This is an optimization exercise on Yosys and OpenROAD, whose aim is small area and a short achievable clock period, not a production implementation.
In this exercise RTL edits were held to simulation tests only and were not proved equivalent to the original.

trial 51:
==> flow/design.v <==
package mdu_pkg;
    typedef enum logic [2:0] {
        OP_MULT  = 3'd0,
        OP_MULTU = 3'd1,
        OP_DIV   = 3'd2,
        OP_DIVU  = 3'd3,
        OP_MTHI  = 3'd4,
        OP_MTLO  = 3'd5,
        OP_NONE  = 3'd7
    } mdu_op_e;
    localparam int DEF_MULT_CYCLES = 5;
    localparam int DEF_DIV_CYCLES  = 10;
endpackage
module mdu_arith
#(
    parameter int LO   = 0,
    parameter int HI   = 35,
    parameter int MOFF = 0,
    parameter int DOFF = 3,
    parameter int TOP  = 35,    
    parameter int F    = 6,     
    parameter int BLK  = 7      
) (
    input  logic [HI:LO] x,
    input  logic [32:0]  m,
    input  logic         one,
    input  logic         two,
    input  logic         dv,
    input  logic         neg,
    output logic [HI:LO] s
);
    localparam int W  = HI - LO + 1;
    localparam int T  = HI - LO;                   
    localparam int NB = (T - F + BLK) / BLK;       
    logic [W-1:0] xv, yv, sv, gv, tv;
    logic [W:0]   c;
    logic [NB:0]  cb;                              
    function automatic logic mbit(input logic [32:0] v, input int i);
        if (i < 0)       mbit = 1'b0;
        else if (i > 32) mbit = v[32];
        else             mbit = v[i];
    endfunction
    assign xv = x;
    assign s  = sv;
    for (genvar f = LO; f <= HI; f++) begin : g_op
        assign yv[f-LO] = neg ^ ((one & mbit(m, f - MOFF)) | (two & mbit(m, f - MOFF - 1)) |
                                 (dv & mbit(m, f - DOFF)));
    end
    assign gv = xv & yv;
    assign tv = xv | yv;
    for (genvar b = 0; b < NB - 1; b++) begin : g_blk
        localparam int B0 = F + b * BLK;
        localparam int B1 = B0 + BLK - 1;
        logic gb, pb;
        always_comb begin
            gb = 1'b0;
            pb = 1'b1;
            for (int i = B0; i <= B1; i++) begin
                gb = gv[i] | (tv[i] & gb);
                pb = pb & tv[i];
            end
        end
        assign cb[b+1] = gb | (pb & cb[b]);
    end
    assign c[0] = neg;
    if (F == 0) begin : g_f0
        assign cb[0] = neg;
    end
    for (genvar i = 0; i < W; i++) begin : g_fa
        assign sv[i] = xv[i] ^ (yv[i] ^ c[i]);
        if (i + 1 >= F && i + 1 < F + NB * BLK && i + 1 <= T && ((i + 1 - F) % BLK) == 0) begin : g_cb
            if (i + 1 == F) begin : g_first
                assign cb[0] = (xv[i] & yv[i]) | (xv[i] & c[i]) | (yv[i] & c[i]);
            end
            assign c[i+1] = cb[(i + 1 - F) / BLK];
        end else begin : g_c
            assign c[i+1] = (xv[i] & yv[i]) | (xv[i] & c[i]) | (yv[i] & c[i]);
        end
    end
endmodule
module mdu_ctrl
(
    input  logic        clk,
    input  logic        reset,
    input  logic        start,
    input  logic [2:0]  op,
    input  logic        we,
    input  logic [31:0] in1,
    input  logic [31:0] in2,
    output logic        busy,
    output logic [31:0] hi,
    output logic [31:0] lo
);
    logic        busy_q;      
    logic        idle_q;      
    logic [3:0]  cnt_q;
    logic [31:0] hi_q, lo_q;
    logic        mul_q;       
    logic        sgn_q;       
    logic        sa_q;        
    logic        bp_q;        
    logic [31:0] a_q;         
    logic [36:0] x_q;         
    logic [31:0] d_q;         
    localparam int BLK = 11;
    localparam int F1  = 2;
    localparam int F2  = 10;
    localparam int F3  = 10;
    localparam int F4  = 10;
    logic [32:0] m;
    logic        sb;
    logic        first, last;
    logic [35:0] x1, s1;      
    logic [36:2] x2, s2;      
    logic [38:1] x3, s3;      
    logic [40:0] x4, s4;      
    logic        one1, one2, one3, one4;
    logic        two1, two2, two3, two4;
    logic        dv1, dv2, dv3, dv4;
    logic        neg1, neg2, neg3, neg4;
    logic        g1, g2, g3, g4;    
    logic        accept;
    logic        commit;
    logic        wr_hi, wr_lo;
    logic        div0;
    logic        nq, nr;
    logic [31:0] a_neg;
    logic [31:0] r_fix;
    logic [31:0] r_res;
    assign m     = {sgn_q & d_q[31], d_q};
    assign sb    = sgn_q & d_q[31];
    assign first = (cnt_q == 4'd0);
    assign last  = mul_q ? (cnt_q == 4'd4) : (cnt_q == 4'd9);
    function automatic logic [2:0] booth(input logic b2, input logic b1, input logic b0);
        booth = {b1 ^ b0, (b2 & ~b1 & ~b0) | (~b2 & b1 & b0), b2 & ~(b1 & b0)};
    endfunction
    assign x1 = {x_q[35:4], mul_q ? x_q[3:0] : a_q[31:28]};
    assign x2 = {s1[35], s1[35:2]};
    assign x3 = {{2{s2[36]}}, s2[36:2], s1[1]};
    assign x4 = {{2{s3[38]}}, s3[38:1], s1[0]};
    assign g1 = ~s1[35];
    assign g2 = ~s2[34];
    assign g3 = ~s3[33];
    assign g4 = ~s4[32];
    always_comb begin
        {one1, two1, dv1, neg1} = 4'b0000;
        {one2, two2, dv2, neg2} = 4'b0000;
        {one3, two3, dv3, neg3} = 4'b0000;
        {one4, two4, dv4, neg4} = 4'b0000;
        if (mul_q) begin
            if (last) begin
                one1 = ~sgn_q & bp_q;
            end else begin
                {one1, two1, neg1} = booth(a_q[1], a_q[0], bp_q);
                {one2, two2, neg2} = booth(a_q[3], a_q[2], a_q[1]);
                {one3, two3, neg3} = booth(a_q[5], a_q[4], a_q[3]);
                {one4, two4, neg4} = booth(a_q[7], a_q[6], a_q[5]);
            end
        end else begin
            if (last) begin
                one3 = x_q[36];
                neg3 = sb;
            end else begin
                dv1 = 1'b1; neg1 = ~x_q[36] ^ sb;
                dv2 = 1'b1; neg2 = g1 ^ sb;
                dv3 = 1'b1; neg3 = g2 ^ sb;
                dv4 = 1'b1; neg4 = g3 ^ sb;
            end
        end
    end
    mdu_arith #(.LO(0), .HI(35), .MOFF(0), .DOFF(3), .TOP(35), .F(F1), .BLK(BLK)) u_s1 (.x(x1), .m(m), .one(one1), .two(two1), .dv(dv1), .neg(neg1), .s(s1));
    mdu_arith #(.LO(2), .HI(36), .MOFF(2), .DOFF(2), .TOP(34), .F(F2), .BLK(BLK)) u_s2 (.x(x2), .m(m), .one(one2), .two(two2), .dv(dv2), .neg(neg2), .s(s2));
    mdu_arith #(.LO(1), .HI(38), .MOFF(4), .DOFF(1), .TOP(33), .F(F3), .BLK(BLK)) u_s3 (.x(x3), .m(m), .one(one3), .two(two3), .dv(dv3), .neg(neg3), .s(s3));
    mdu_arith #(.LO(0), .HI(40), .MOFF(6), .DOFF(0), .TOP(32), .F(F4), .BLK(BLK)) u_s4 (.x(x4), .m(m), .one(one4), .two(two4), .dv(dv4), .neg(neg4), .s(s4));
    function automatic logic [31:0] cneg(input logic [31:0] v, input logic n);
        logic t;
        t = 1'b0;
        for (int i = 0; i < 32; i++) begin
            cneg[i] = v[i] ^ t;
            t = t | (n & v[i]);
        end
    endfunction
    assign nq    = first ? (sgn_q & a_q[31]) : (!mul_q && (sa_q ^ sb));
    assign a_neg = cneg(a_q, nq);
    assign nr    = !mul_q && sa_q;
    assign r_fix = cneg(s3[35:4], nr);
    assign r_res = mul_q ? {s3[31:1], s1[0]} : r_fix;
    mdu_wdec u_wdec (
        .idle  (idle_q),
        .start (start),
        .op    (op),
        .we    (we),
        .wr_hi (wr_hi),
        .wr_lo (wr_lo)
    );
    assign accept = idle_q && start && (op[2] == 1'b0);
    assign div0   = !mul_q && (d_q == 32'd0);
    assign commit = !idle_q && last && !div0;
    always_ff @(posedge clk or posedge reset) begin
        if (reset) begin
            busy_q <= 1'b0;
            idle_q <= 1'b1;
            cnt_q  <= 4'd0;
            hi_q   <= 32'd0;
            lo_q   <= 32'd0;
        end else begin
            if (!idle_q) begin
                busy_q <= !last;
                idle_q <= last;
                cnt_q  <= cnt_q + 4'd1;
            end else begin
                busy_q <= accept;
                idle_q <= !accept;
                cnt_q  <= 4'd0;
            end
            if (commit) begin
                hi_q <= r_res;
                lo_q <= a_neg;
            end else begin
                if (wr_hi) hi_q <= in1;
                if (wr_lo) lo_q <= in1;
            end
        end
    end
    always_ff @(posedge clk) begin
        if (idle_q) begin
            mul_q <= !op[1];
            sgn_q <= !op[0];
            bp_q  <= 1'b0;
            a_q   <= in1;
            x_q   <= 37'd0;
            d_q   <= in2;
        end else if (mul_q) begin
            bp_q <= a_q[7];
            a_q  <= {s4[7:0], a_q[31:8]};
            x_q  <= {{4{s4[40]}}, s4[40:8]};
        end else if (first) begin
            sa_q <= sgn_q & a_q[31];
            a_q  <= a_neg;
        end else begin
            a_q  <= {a_q[27:0], g1, g2, g3, g4};
            x_q  <= {s4[32:0], 4'd0};
        end
    end
    assign busy = busy_q;
    assign hi   = hi_q;
    assign lo   = lo_q;
endmodule
module mdu_wdec
(
    input  logic       idle,
    input  logic       start,
    input  logic [2:0] op,
    input  logic       we,
    output logic       wr_hi,
    output logic       wr_lo
);
    assign wr_hi = idle && !start && we && (op == mdu_pkg::OP_MTHI);
    assign wr_lo = idle && !start && we && (op == mdu_pkg::OP_MTLO);
endmodule
==> flow/config.mk <==
export PLATFORM = sky130hd
export DESIGN_NAME = mdu_ctrl
export DESIGN_NICKNAME = mdu_ctrl
export VERILOG_FILES = /design/flow/design.v
export SDC_FILE = /design/flow/constraint.sdc
export NUM_CORES = 4
export LEC_CHECK = 0
export ABC_AREA = 1
export CAP_MARGIN = 20
export CORE_MARGIN = 2
export CORE_UTILIZATION = 40
export SLEW_MARGIN = 42
==> flow/constraint.sdc <==
create_clock -name core_clock -period 150.0 [get_ports {clk}]
set_input_delay 30.0000 -clock core_clock [delete_from_list [all_inputs] [get_ports {clk}]]
set_output_delay 30.0000 -clock core_clock [all_outputs]
set_load 0.01 [all_outputs]
standard.sh (not shown) runs the stock make flow with config.mk's settings and CLKGATE_MAP_FILE= SYNTH_SCRIPT=/design/flow/synth_recipe.tcl, a recipe that flattens the netlist after the stock synthesis.
==> flow/flow/run.sh <==
#!/bin/bash
# Standard layout with two changes: the port buffers use the smallest plain
# buffer, and ABC's area script maps with &nf and leaves buffering to the
# placer; the MTHI/MTLO write decode is mapped on its own; CTS adds no dummy loads. The ORFS scripts folder is mirrored with links, and only
# abc_area.script is replaced.
set -e
mkdir -p scripts
for f in "$FLOW_HOME"/scripts/*; do ln -sf "$f" scripts/; done
rm -f scripts/abc_area.script
cp flow/abc_area.script scripts/abc_area.script
export BUFFER_PORTS_ARGS="-buffer_cell sky130_fd_sc_hd__buf_1"
bash standard.sh SCRIPTS_DIR="$PWD/scripts" SYNTH_KEEP_MODULES=mdu_wdec CTS_ARGS="-sink_clustering_enable -repair_clock_nets -dont_use_dummy_load" finish > standard.log 2>&1
==> flow/flow/abc_area.script <==
strash
&get -n
&dch
&nf -R 20
&put
topo
stime -c
upsize -c
dnsize -c
Input-level comparison between build 16 and trial 51:
diff --git a/flow/design.v b/flow/design.v
--- a/flow/design.v
+++ b/flow/design.v
@@ -119,11 +119,11 @@
     logic        dv1, dv2, dv3, dv4;
     logic        neg1, neg2, neg3, neg4;
     logic        g1, g2, g3, g4;    
     logic        accept;
     logic        commit;
-    logic        wr_hi, wr_lo;
+    logic [2:0]  hsel, lsel;      
     logic        div0;
     logic        nq, nr;
     logic [31:0] a_neg;
     logic [31:0] r_fix;
     logic [31:0] r_res;
@@ -184,16 +184,17 @@
     assign a_neg = cneg(a_q, nq);
     assign nr    = !mul_q && sa_q;
     assign r_fix = cneg(s3[35:4], nr);
     assign r_res = mul_q ? {s3[31:1], s1[0]} : r_fix;
     mdu_wdec u_wdec (
-        .idle  (idle_q),
-        .start (start),
-        .op    (op),
-        .we    (we),
-        .wr_hi (wr_hi),
-        .wr_lo (wr_lo)
+        .idle   (idle_q),
+        .commit (commit),
+        .start  (start),
+        .op     (op),
+        .we     (we),
+        .hsel   (hsel),
+        .lsel   (lsel)
     );
     assign accept = idle_q && start && (op[2] == 1'b0);
     assign div0   = !mul_q && (d_q == 32'd0);
     assign commit = !idle_q && last && !div0;
     always_ff @(posedge clk or posedge reset) begin
@@ -211,17 +212,12 @@
             end else begin
                 busy_q <= accept;
                 idle_q <= !accept;
                 cnt_q  <= 4'd0;
             end
-            if (commit) begin
-                hi_q <= r_res;
-                lo_q <= a_neg;
-            end else begin
-                if (wr_hi) hi_q <= in1;
-                if (wr_lo) lo_q <= in1;
-            end
+            hi_q <= ({32{hsel[2]}} & in1) | ({32{hsel[1]}} & r_res) | ({32{hsel[0]}} & hi_q);
+            lo_q <= ({32{lsel[2]}} & in1) | ({32{lsel[1]}} & a_neg) | ({32{lsel[0]}} & lo_q);
         end
     end
     always_ff @(posedge clk) begin
         if (idle_q) begin
             mul_q <= !op[1];
@@ -247,14 +243,18 @@
     assign lo   = lo_q;
 endmodule
 module mdu_wdec
 (
     input  logic       idle,
+    input  logic       commit,
     input  logic       start,
     input  logic [2:0] op,
     input  logic       we,
-    output logic       wr_hi,
-    output logic       wr_lo
+    output logic [2:0] hsel,
+    output logic [2:0] lsel
 );
+    logic wr_hi, wr_lo;
     assign wr_hi = idle && !start && we && (op == mdu_pkg::OP_MTHI);
     assign wr_lo = idle && !start && we && (op == mdu_pkg::OP_MTLO);
+    assign hsel = {wr_hi, commit, !wr_hi && !commit};
+    assign lsel = {wr_lo, commit, !wr_lo && !commit};
 endmodule
## What came out
Going from trial 51 to build 16, simple-gate share of the synthesized area shrinks by 2.7 points.
Build 16: mean post-synth cell area is about 4% higher than what trial 51 reported.
Build 16 -> trial 51: global-route track usage on met3 flat
Compared with trial 51, build 16 shows a lower routed wire length on met2.
Setup slack was higher in trial 51 than in build 16.
Compared to trial 51, the routing of build 16 uses less wire.
Via count sits lower in build 16 than in trial 51.
Compared trial 51 against build 16; die extent in y within noise.
Going from trial 51 to build 16, delay of the slowest cell on the worst path +0.39 ns, global-route usage -0.48 points.

-- separate check: timing with driven ports --
Ports are ideal in the flow. The routed layouts listed here were re-timed in OpenROAD.
Step 1 sets driving cells, clkbuf_16 on the clock port and buf_2 on the other inputs (assumed; they add their load-dependent delay and slew).
Step 2 times the ports against the registers' clock, not the clock port: input delays grow and output delays shrink by t, the midpoint of the rising clock arrivals with the driver on.
a / b / c = ideal ports / drivers / drivers and shift; a / b = the first two.
run | shift t [ns] | setup slack, ns | latest minus earliest clock arrival (ns) | worst data-port slew with drivers (ns)
trial 51 | 0.509 | 118.913 / 118.918 / 118.443 | 0.014 / 0.014 | 0.05
build 16 | 0.493 | 118.858 / 118.891 / 118.398 | 0.019 / 0.019 | 0.04
After both steps every run listed still meets setup and hold. For trial 51, which loses most, drivers alone change the setup slack by +0.005 ns; drivers and shift together by -0.470 ns.
